This design comes from an exercise in tuning for small area, a short achievable clock period and few clock cycles per item on the open sky130 flow, not from production work.
RTL that was checked went through simulation tests only; none was proved equivalent to the original.
Power is estimated from default activity; no workload was simulated. The flow treats the clock pin as an ideal source, which a real chip does not have.

==> flow/design.v (excerpt) <==
module l1_cache #(
    parameter int INDEX_BITS = 4
) (
    input  logic        clock,
    input  logic        arst_n,
    input  logic        read,
    input  logic        write,
    input  logic        flush,
    input  logic [31:0] address,
    input  logic [31:0] data_in,
    input  logic [3:0]  byte_en,
    input  logic [3:0]  mem2cache_msg,
    input  logic [31:0] mem2cache_data,
    output logic        ready,
    output logic        valid,
    output logic [31:0] data_out,
    output logic [3:0]  cache2mem_msg,
    output logic [31:0] cache2mem_address,
    output logic [31:0] cache2mem_data
);
Size in the first run: ~1100 flip-flops, about 210 I/O pins, ~44000 um^2 of cells after synthesis.
Settings: LEC_CHECK=0, ABC_CLOCK_PERIOD_IN_PS=2400, CAP_MARGIN=20, CORE_MARGIN=2, CORE_UTILIZATION=40, SETUP_SLACK_MARGIN=2.6, SLEW_MARGIN=20; clock period 5.0 ns.
run.sh (not shown) runs the stock make flow with config.mk's settings and CLKGATE_MAP_FILE= SYNTH_SCRIPT=/design/flow/synth_recipe.tcl, a recipe that flattens the netlist after the stock synthesis.
The baseline completed with no timing, DRC or antenna violations.
Testbench counts at the start, summed over its fixed seeds: cycles 51,789, items 12,000.
==> next run, changes <==
Settings changed: ABC_CLOCK_PERIOD_IN_PS 2400 to not set, SETUP_SLACK_MARGIN 2.6 to not set.
Cell count falls by 6.1%.
Worst hold slack gets worse by 9.5 ps.
Total power drops by 9.9%.
Clock power goes up by 4.0%.
Via count fell by 7.9%.
Register-to-register slack is worse by 730 ps.


## job 8965
l1_cache, a different RTL version from the one above (not shown whole).
For scale: ~2500 cells after synthesis, about 1200 flip-flops.
Settings: LEC_CHECK=0, CAP_MARGIN=20, CORE_MARGIN=2, CORE_UTILIZATION=40, SETUP_SLACK_MARGIN=2.45, SLEW_MARGIN=20, TNS_END_PERCENT=100; clock period 5.0 ns.
standard.sh (not shown) runs the stock make flow with config.mk's settings and CLKGATE_MAP_FILE= SYNTH_SCRIPT=/design/flow/synth_recipe.tcl, a recipe that flattens the netlist after the stock synthesis.
==> flow/flow/run.sh <==
#!/bin/bash
# The standard layout, with two changes:
#  - port buffers are buf_2 cells rather than the default delay buffers;
#  - the clock tree uses clkbuf_4/clkbuf_8 in clusters of up to 30 sinks,
#    without dummy loads.
# make's full output goes to standard.log; each ORFS step keeps its own log
# under orfs/logs/.
set -euo pipefail
cd "$(dirname "$0")/.."
bash standard.sh \
  "BUFFER_PORTS_ARGS=-buffer_cell sky130_fd_sc_hd__buf_2" \
  "CTS_ARGS=-sink_clustering_enable -repair_clock_nets -dont_use_dummy_load -sink_clustering_size 30 -buf_list {sky130_fd_sc_hd__clkbuf_4 sky130_fd_sc_hd__clkbuf_8}" \
  finish > standard.log 2>&1
Testbench counts of job 8965, summed over its fixed seeds: cycles 51,789, items 12,000.
#### Input delta (job 4209 over job 8965)
# job 8965
export LEC_CHECK = 0
export CAP_MARGIN = 20
export CORE_MARGIN = 2
export CORE_UTILIZATION = 40
export SETUP_SLACK_MARGIN = 2.45
export SLEW_MARGIN = 20
export TNS_END_PERCENT = 100
create_clock -name core_clock -period 5.0 [get_ports {clock}]
# job 4209
export LEC_CHECK = 0
export CAP_MARGIN = 20
export CORE_MARGIN = 2
export CORE_UTILIZATION = 40
export SETUP_SLACK_MARGIN = 2.6
export SLEW_MARGIN = 20
export TNS_END_PERCENT = 10
create_clock -name core_clock -period 5.0 [get_ports {clock}]
Notes after the runs:
Compared with job 8965, job 4209 shows transition time of the tightest slew-check pin higher by 0.13 ns.
Reported combinational group power grows slightly when moving from job 8965 to job 4209.
Against job 8965, job 4209 comes in 0.85% higher on total power.
For the met3 wirelength from detailed routing, job 4209 came in 200 um lower than job 8965 did.
In job 4209 the minimum setup slack in the final design turned out 0.0086 ns higher than in job 8965.
On critical path data required time, the lower figure sits with job 8965, not job 4209.
What job 6045 does differently from job 4209 at the input level:
# job 4209
export LEC_CHECK = 0
export CAP_MARGIN = 20
export CORE_MARGIN = 2
export CORE_UTILIZATION = 40
export SETUP_SLACK_MARGIN = 2.6
export SLEW_MARGIN = 20
export TNS_END_PERCENT = 10
create_clock -name core_clock -period 5.0 [get_ports {clock}]
# job 6045
export LEC_CHECK = 0
export CAP_MARGIN = 20
export CORE_MARGIN = 2
export CORE_UTILIZATION = 40
export SETUP_SLACK_MARGIN = 2.45
export SLEW_MARGIN = 20
export TNS_END_PERCENT = 100
create_clock -name core_clock -period 5.0 [get_ports {clock}]
==> flow/flow/run.sh <==
#!/bin/bash
# The standard layout, with two changes:
#  - port buffers are buf_2 cells rather than the default delay buffers;
#  - the clock tree uses clkbuf_16 in clusters of up to 30 sinks and 80 um,
#    without dummy loads.
# make's full output goes to standard.log; each ORFS step keeps its own log
# under orfs/logs/.
set -euo pipefail
cd "$(dirname "$0")/.."
bash standard.sh \
  "BUFFER_PORTS_ARGS=-buffer_cell sky130_fd_sc_hd__buf_2" \
  "CTS_ARGS=-sink_clustering_enable -repair_clock_nets -dont_use_dummy_load -sink_clustering_size 30 -sink_clustering_max_diameter 80 -buf_list {sky130_fd_sc_hd__clkbuf_16}" \
  finish > standard.log 2>&1
Findings:
Diff job 4209 -> job 6045 | clock-net power | decrease of 30%
Diff job 4209 and job 6045: worst-case setup slack after placement lower in job 6045
End-of-flow core utilization: job 6045 < job 4209
Taking job 4209 as the reference, in job 6045 count of filler cells inserted in the layout moved up, final critical-path setup slack now sits higher, relative area change from synthesis to final layout lost 3.2 points.
Job 6045 vs job 4209: part of the power in the clock network down
Side by side, routability congestion estimate turned out lower in job 6045 than in job 4209.
For job 6899, these inputs were changed with respect to job 6045:
# job 6045
export LEC_CHECK = 0
export CAP_MARGIN = 20
export CORE_MARGIN = 2
export CORE_UTILIZATION = 40
export SETUP_SLACK_MARGIN = 2.45
export SLEW_MARGIN = 20
export TNS_END_PERCENT = 100
create_clock -name core_clock -period 5.0 [get_ports {clock}]
# job 6899
export LEC_CHECK = 0
export CAP_MARGIN = 20
export CORE_MARGIN = 2
export CORE_UTILIZATION = 40
export SETUP_SLACK_MARGIN = 2.6
export SLEW_MARGIN = 20
export TNS_END_PERCENT = 10
create_clock -name core_clock -period 5.0 [get_ports {clock}]
The run with more routed wire is job 6899, not job 6045.
Share of layout cells above drive strength 1: job 6045 vs job 6899 — no meaningful difference
Number of global-route vias before repair was lower in job 6045 than in job 6899.
Job 6899 vs. job 6045: number of cells on the worst reg-to-reg path went down; combinational gate power shows a reduction of about 0.8%.
Compared with job 6045, job 6899 shows a lower number of optimization iterations in the first detailed-route pass.
Growth of design area from synthesis to finish delta (job 6045 -> job 6899): insignificant
diff inputs: job 6899 => job 7904
# job 6899
export LEC_CHECK = 0
export CAP_MARGIN = 20
export CORE_MARGIN = 2
export CORE_UTILIZATION = 40
export SETUP_SLACK_MARGIN = 2.6
export SLEW_MARGIN = 20
export TNS_END_PERCENT = 10
create_clock -name core_clock -period 5.0 [get_ports {clock}]
# job 7904
export LEC_CHECK = 0
export CAP_MARGIN = 20
export CORE_MARGIN = 2
export CORE_UTILIZATION = 40
export SETUP_SLACK_MARGIN = 2.65
export SLEW_MARGIN = 20
export TNS_END_PERCENT = 100
create_clock -name core_clock -period 5.0 [get_ports {clock}]
Notes after the runs:
Going from job 6899 to job 7904, worst hold slack held steady; logic depth of the worst register-to-register path grew by 5. Final RePlAce weighted congestion was lower in the run labelled job 7904. Between job 6899 and job 7904, the flow reports estimated wirelength of the detail-placed design decreasing slightly. Relative to job 6899, the final standard cell area without fillers of job 7904 is higher by about 4%.
diff inputs: job 7904 => job 9542
# job 7904
export LEC_CHECK = 0
export CAP_MARGIN = 20
export CORE_MARGIN = 2
export CORE_UTILIZATION = 40
export SETUP_SLACK_MARGIN = 2.65
export SLEW_MARGIN = 20
export TNS_END_PERCENT = 100
create_clock -name core_clock -period 5.0 [get_ports {clock}]
# job 9542
export LEC_CHECK = 0
export CAP_MARGIN = 20
export CORE_MARGIN = 2
export CORE_UTILIZATION = 40
export SETUP_SLACK_MARGIN = 2.45
export SLEW_MARGIN = 20
export TNS_END_PERCENT = 100
create_clock -name core_clock -period 5.0 [get_ports {clock}]
==> flow/flow/run.sh <==
#!/bin/bash
# The standard layout, with two changes:
#  - port buffers are buf_2 cells rather than the default delay buffers;
#  - the clock tree uses clkbuf_16 in clusters of up to 25 sinks and 70 um,
#    without dummy loads.
# make's full output goes to standard.log; each ORFS step keeps its own log
# under orfs/logs/.
set -euo pipefail
cd "$(dirname "$0")/.."
bash standard.sh \
  "BUFFER_PORTS_ARGS=-buffer_cell sky130_fd_sc_hd__buf_2" \
  "CTS_ARGS=-sink_clustering_enable -repair_clock_nets -dont_use_dummy_load -sink_clustering_size 25 -sink_clustering_max_diameter 70 -buf_list {sky130_fd_sc_hd__clkbuf_16}" \
  finish > standard.log 2>&1
### Flow results
Job 9542: PASS, flow complete, no timing, DRC or antenna violations. In the flow results for job 7904 and job 9542, the non-clock buffer count in the final layout is larger on job 7904. The utilization of job 9542 falls short of that of job 7904 by 1.1 points. Delta (job 9542 minus job 7904): standby leakage power went down, delay of the slowest cell on the worst path grew by 0.44 ns. Per the comparison of job 9542 with job 7904, met3 track demand over resource in global routing went up 0.29 points; worst hold slack went up 0.014 ns; detail-routed net length per standard cell went down about 5%. Buffer depth of the longest clock path came out exactly the same in job 7904 and job 9542.


Setup of run 1:
l1_cache again, from the RTL that the note above started with.
Settings: LEC_CHECK=0, CAP_MARGIN=20, CORE_MARGIN=2, CORE_UTILIZATION=40, SETUP_SLACK_MARGIN=2.3, SLEW_MARGIN=20, TNS_END_PERCENT=100; clock period 5.0 ns.
==> flow/flow/run.sh <==
#!/bin/bash
# The standard layout, with two changes:
#  - port buffers are buf_2 cells rather than the default delay buffers;
#  - the clock tree uses clkbuf_16 in clusters of up to 30 sinks and 80 um,
#    without dummy loads.
# make's full output goes to standard.log; each ORFS step keeps its own log
# under orfs/logs/.
set -euo pipefail
cd "$(dirname "$0")/.."
bash standard.sh \
  "BUFFER_PORTS_ARGS=-buffer_cell sky130_fd_sc_hd__buf_2" \
  "CTS_ARGS=-sink_clustering_enable -repair_clock_nets -dont_use_dummy_load -sink_clustering_size 30 -sink_clustering_max_diameter 80 -buf_list {sky130_fd_sc_hd__clkbuf_16}" \
  finish > standard.log 2>&1
Run 1 completed end to end with timing, DRC and antenna clean.
Testbench counts of run 1, summed over its fixed seeds: cycles 51,789, items 12,000.
Input changes introduced in run 2 (baseline for comparison: run 1):
Settings: SETUP_SLACK_MARGIN changed from 2.3 to 2.45.
==> flow/flow/run.sh <==
#!/bin/bash
# The standard layout, with two changes:
#  - port buffers are buf_2 cells rather than the default delay buffers;
#  - the clock tree uses clkbuf_8/clkbuf_16 in clusters of up to 30 sinks and 80 um,
#    without dummy loads.
# make's full output goes to standard.log; each ORFS step keeps its own log
# under orfs/logs/.
set -euo pipefail
cd "$(dirname "$0")/.."
bash standard.sh \
  "BUFFER_PORTS_ARGS=-buffer_cell sky130_fd_sc_hd__buf_2" \
  "CTS_ARGS=-sink_clustering_enable -repair_clock_nets -dont_use_dummy_load -sink_clustering_size 30 -sink_clustering_max_diameter 80 -buf_list {sky130_fd_sc_hd__clkbuf_8 sky130_fd_sc_hd__clkbuf_16}" \
  finish > standard.log 2>&1
==> run notes <==
Compared with run 1, in run 2 count of inserted antenna diode cells moved up; time the worst path needs with I/O delays and setup moved down. Clock buffer instance count of the final layout: run 1 vs run 2 identical. Taking run 1 as the reference, in run 2 top achievable clock speed shows an increase of about 6%, clock skew after layout decreased 15 ps, number of buffers other than clock buffers in the final layout saw an increase, area of the multi-input gates increased by 2.5% relative to the old numbers, power went up 0.67%. Placer congestion estimate delta (run 2 -> run 1): insignificant. Diff run 1 -> run 2: setup slack now sits higher, fraction of power consumed by the clock network now sits lower.
--- input diff run 2..run 3 ---
Settings: PLACE_DENSITY now 0.75, previously not set.
==> flow/flow/run.sh <==
#!/bin/bash
# The standard layout, with two changes:
#  - port buffers are buf_2 cells rather than the default delay buffers;
#  - the clock tree uses clkbuf_16 in clusters of up to 30 sinks and 80 um,
#    without dummy loads.
# make's full output goes to standard.log; each ORFS step keeps its own log
# under orfs/logs/.
set -euo pipefail
cd "$(dirname "$0")/.."
bash standard.sh \
  "BUFFER_PORTS_ARGS=-buffer_cell sky130_fd_sc_hd__buf_2" \
  "CTS_ARGS=-sink_clustering_enable -repair_clock_nets -dont_use_dummy_load -sink_clustering_size 30 -sink_clustering_max_diameter 80 -buf_list {sky130_fd_sc_hd__clkbuf_16}" \
  finish > standard.log 2>&1
==> comparison <==
- Xor/xnor cell area share of the yosys netlist came out exactly the same in run 3 and run 2.
- The higher fraction of the cycle the final worst path needs came out of run 3.
- Leakage power summed over all cells in run 3 vs run 2: up 0.92%
- As of run 3, post-route cell area had risen slightly compared to run 2.
- After synthesis and placement, the instance count of run 3 is above that of run 2.
- Per the comparison of run 3 with run 2, met1 wire length shows a reduction of 4400 um; maximum fanout along the worst path picked up an extra 2; final count of negative-setup-slack endpoints did not really move.


l1_cache, a different RTL version from the one above (not shown whole).
For scale: roughly 2600 cells after synthesis.
// l1_cache
module l1_cache #(
    parameter int INDEX_BITS = 4
) (
    input  logic        clock,
    input  logic        arst_n,
    input  logic        read,
    input  logic        write,
    input  logic        flush,
    input  logic [31:0] address,
    input  logic [31:0] data_in,
    input  logic [3:0]  byte_en,
    input  logic [3:0]  mem2cache_msg,
    input  logic [31:0] mem2cache_data,
    output logic        ready,
    output logic        valid,
    output logic [31:0] data_out,
    output logic [3:0]  cache2mem_msg,
    output logic [31:0] cache2mem_address,
    output logic [31:0] cache2mem_data
);
    localparam int DEPTH    = 1 << INDEX_BITS;
    localparam int TAG_BITS = 32 - 2 - INDEX_BITS;
    localparam logic [1:0] M_NONE  = 2'd0;
    localparam logic [1:0] M_READ  = 2'd1;    
    localparam logic [1:0] M_WB    = 2'd2;    
    localparam logic [1:0] M_FLUSH = 2'd3;    
    logic [DEPTH-1:0]    valid_bits;
    logic [DEPTH-1:0]    dirty_bits;
    logic [TAG_BITS-1:0] tag_mem  [0:DEPTH-1];
    logic [31:0]         data_mem [0:DEPTH-1];
    logic                  s1_v;
  ...
==> flow/config.mk <==
export PLATFORM = sky130hd
export DESIGN_NAME = l1_cache
export DESIGN_NICKNAME = l1_cache
export VERILOG_FILES = /design/flow/design.v
export SDC_FILE = /design/flow/constraint.sdc
export NUM_CORES = 4
export LEC_CHECK = 0
export CAP_MARGIN = 20
export CORE_MARGIN = 2
export CORE_UTILIZATION = 40
export SETUP_SLACK_MARGIN = 2.6
export SLEW_MARGIN = 20
export TNS_END_PERCENT = 10
==> flow/constraint.sdc <==
create_clock -name core_clock -period 5.0 [get_ports {clock}]
set_input_delay 1.0000 -clock core_clock [delete_from_list [all_inputs] [get_ports {clock}]]
set_output_delay 1.0000 -clock core_clock [all_outputs]
set_load 0.01 [all_outputs]
==> flow/flow/run.sh <==
#!/bin/bash
# The standard layout, with two changes:
#  - port buffers are buf_2 cells rather than the default delay buffers;
#  - the clock tree uses clkbuf_16 in clusters of up to 25 sinks and 70 um,
#    without dummy loads.
# make's full output goes to standard.log; each ORFS step keeps its own log
# under orfs/logs/.
set -euo pipefail
cd "$(dirname "$0")/.."
bash standard.sh \
  "BUFFER_PORTS_ARGS=-buffer_cell sky130_fd_sc_hd__buf_2" \
  "CTS_ARGS=-sink_clustering_enable -repair_clock_nets -dont_use_dummy_load -sink_clustering_size 25 -sink_clustering_max_diameter 70 -buf_list {sky130_fd_sc_hd__clkbuf_16}" \
  finish > standard.log 2>&1
The first run went through all stages and came out clean.
==> next run, changes <==
==> flow/flow/run.sh (replaced) <==
#!/bin/bash
# The standard layout, with two changes:
#  - port buffers are buf_2 cells rather than the default delay buffers;
#  - the clock tree uses clkbuf_4/clkbuf_8 in clusters of up to 30 sinks,
#    without dummy loads.
# make's full output goes to standard.log; each ORFS step keeps its own log
# under orfs/logs/.
set -euo pipefail
cd "$(dirname "$0")/.."
bash standard.sh \
  "BUFFER_PORTS_ARGS=-buffer_cell sky130_fd_sc_hd__buf_2" \
  "CTS_ARGS=-sink_clustering_enable -repair_clock_nets -dont_use_dummy_load -sink_clustering_size 30 -buf_list {sky130_fd_sc_hd__clkbuf_4 sky130_fd_sc_hd__clkbuf_8}" \
  finish > standard.log 2>&1
- fmax rose by 0.47%
- final area rose by 1.9%
- combinational power rose by about 2%
- global-route usage rose by 0.37 points
- final cell count rose by 3.1%
- wire length rose by 1.5%
Function was not checked in any run of this note: the RTL went through the layout flow alone.

==> what the ideal ports hide <==
The flow's constraints put no driver on any port. The routed layouts listed below were extracted and timed again, unchanged, in two steps.
Step 1, drivers: a clkbuf_16 drives clock and a buf_2 each remaining input, both assumed.
Step 2 times the ports against the registers' clock, not the clock port: input delays grow and output delays shrink by t, the midpoint of the rising clock arrivals with the driver on.
a / b / c = no drivers / after step 1 / after step 2; a / b = the first two.
run | t (ns) | slack for setup (ns) | worst hold slack (ns) | worst setup path after step 2 | worst register clock-pin slew, ns
the first run of note 1 | 0.782 | 1.218 / 1.218 / 1.218 | 0.268 / 0.244 / 0.468 | register to register | 0.06 / 0.06
the second run of note 1 | 0.773 | 0.489 / 0.489 / 0.489 | 0.258 / 0.235 / 0.510 | register to register | 0.07 / 0.07
job 8965 | 0.865 | 2.372 / 2.372 / 1.680 | 0.217 / 0.248 / 0.470 | input to register | 0.06 / 0.06
job 4209 | 0.889 | 2.380 / 2.380 / 1.566 | 0.212 / 0.238 / 0.472 | input to register | 0.06 / 0.06
job 6045 | 0.714 | 2.476 / 2.476 / 1.837 | 0.333 / 0.376 / 0.484 | input to register | 0.12 / 0.12
job 6899 | 0.728 | 2.337 / 2.337 / 1.882 | 0.313 / 0.340 / 0.473 | input to register | 0.12 / 0.12
job 7904 | 0.729 | 2.453 / 2.453 / 1.918 | 0.315 / 0.361 / 0.436 | input to register | 0.12 / 0.12
job 9542 | 0.690 | 2.400 / 2.412 / 1.722 | 0.329 / 0.375 / 0.430 | input to register | 0.10 / 0.10
run 1 | 0.719 | 2.316 / 2.316 / 1.837 | 0.318 / 0.335 / 0.480 | input to register | 0.12 / 0.12
run 2 | 0.714 | 2.476 / 2.476 / 1.837 | 0.333 / 0.376 / 0.484 | input to register | 0.12 / 0.12
run 3 | 0.704 | 2.431 / 2.431 / 1.811 | 0.352 / 0.417 / 0.461 | input to register | 0.11 / 0.11
the first run of note 4 | 0.719 | 2.215 / 2.215 / 1.589 | 0.461 / 0.424 / 0.461 | input to register | 0.10 / 0.10
the second run of note 4 | 0.883 | 2.228 / 2.228 / 1.498 | 0.324 / 0.279 / 0.448 | input to register | 0.06 / 0.06
After both steps setup and hold are still met in every run listed. For job 4209, which loses most, drivers alone change the setup slack by 0.000 ns; drivers and shift together by -0.814 ns.
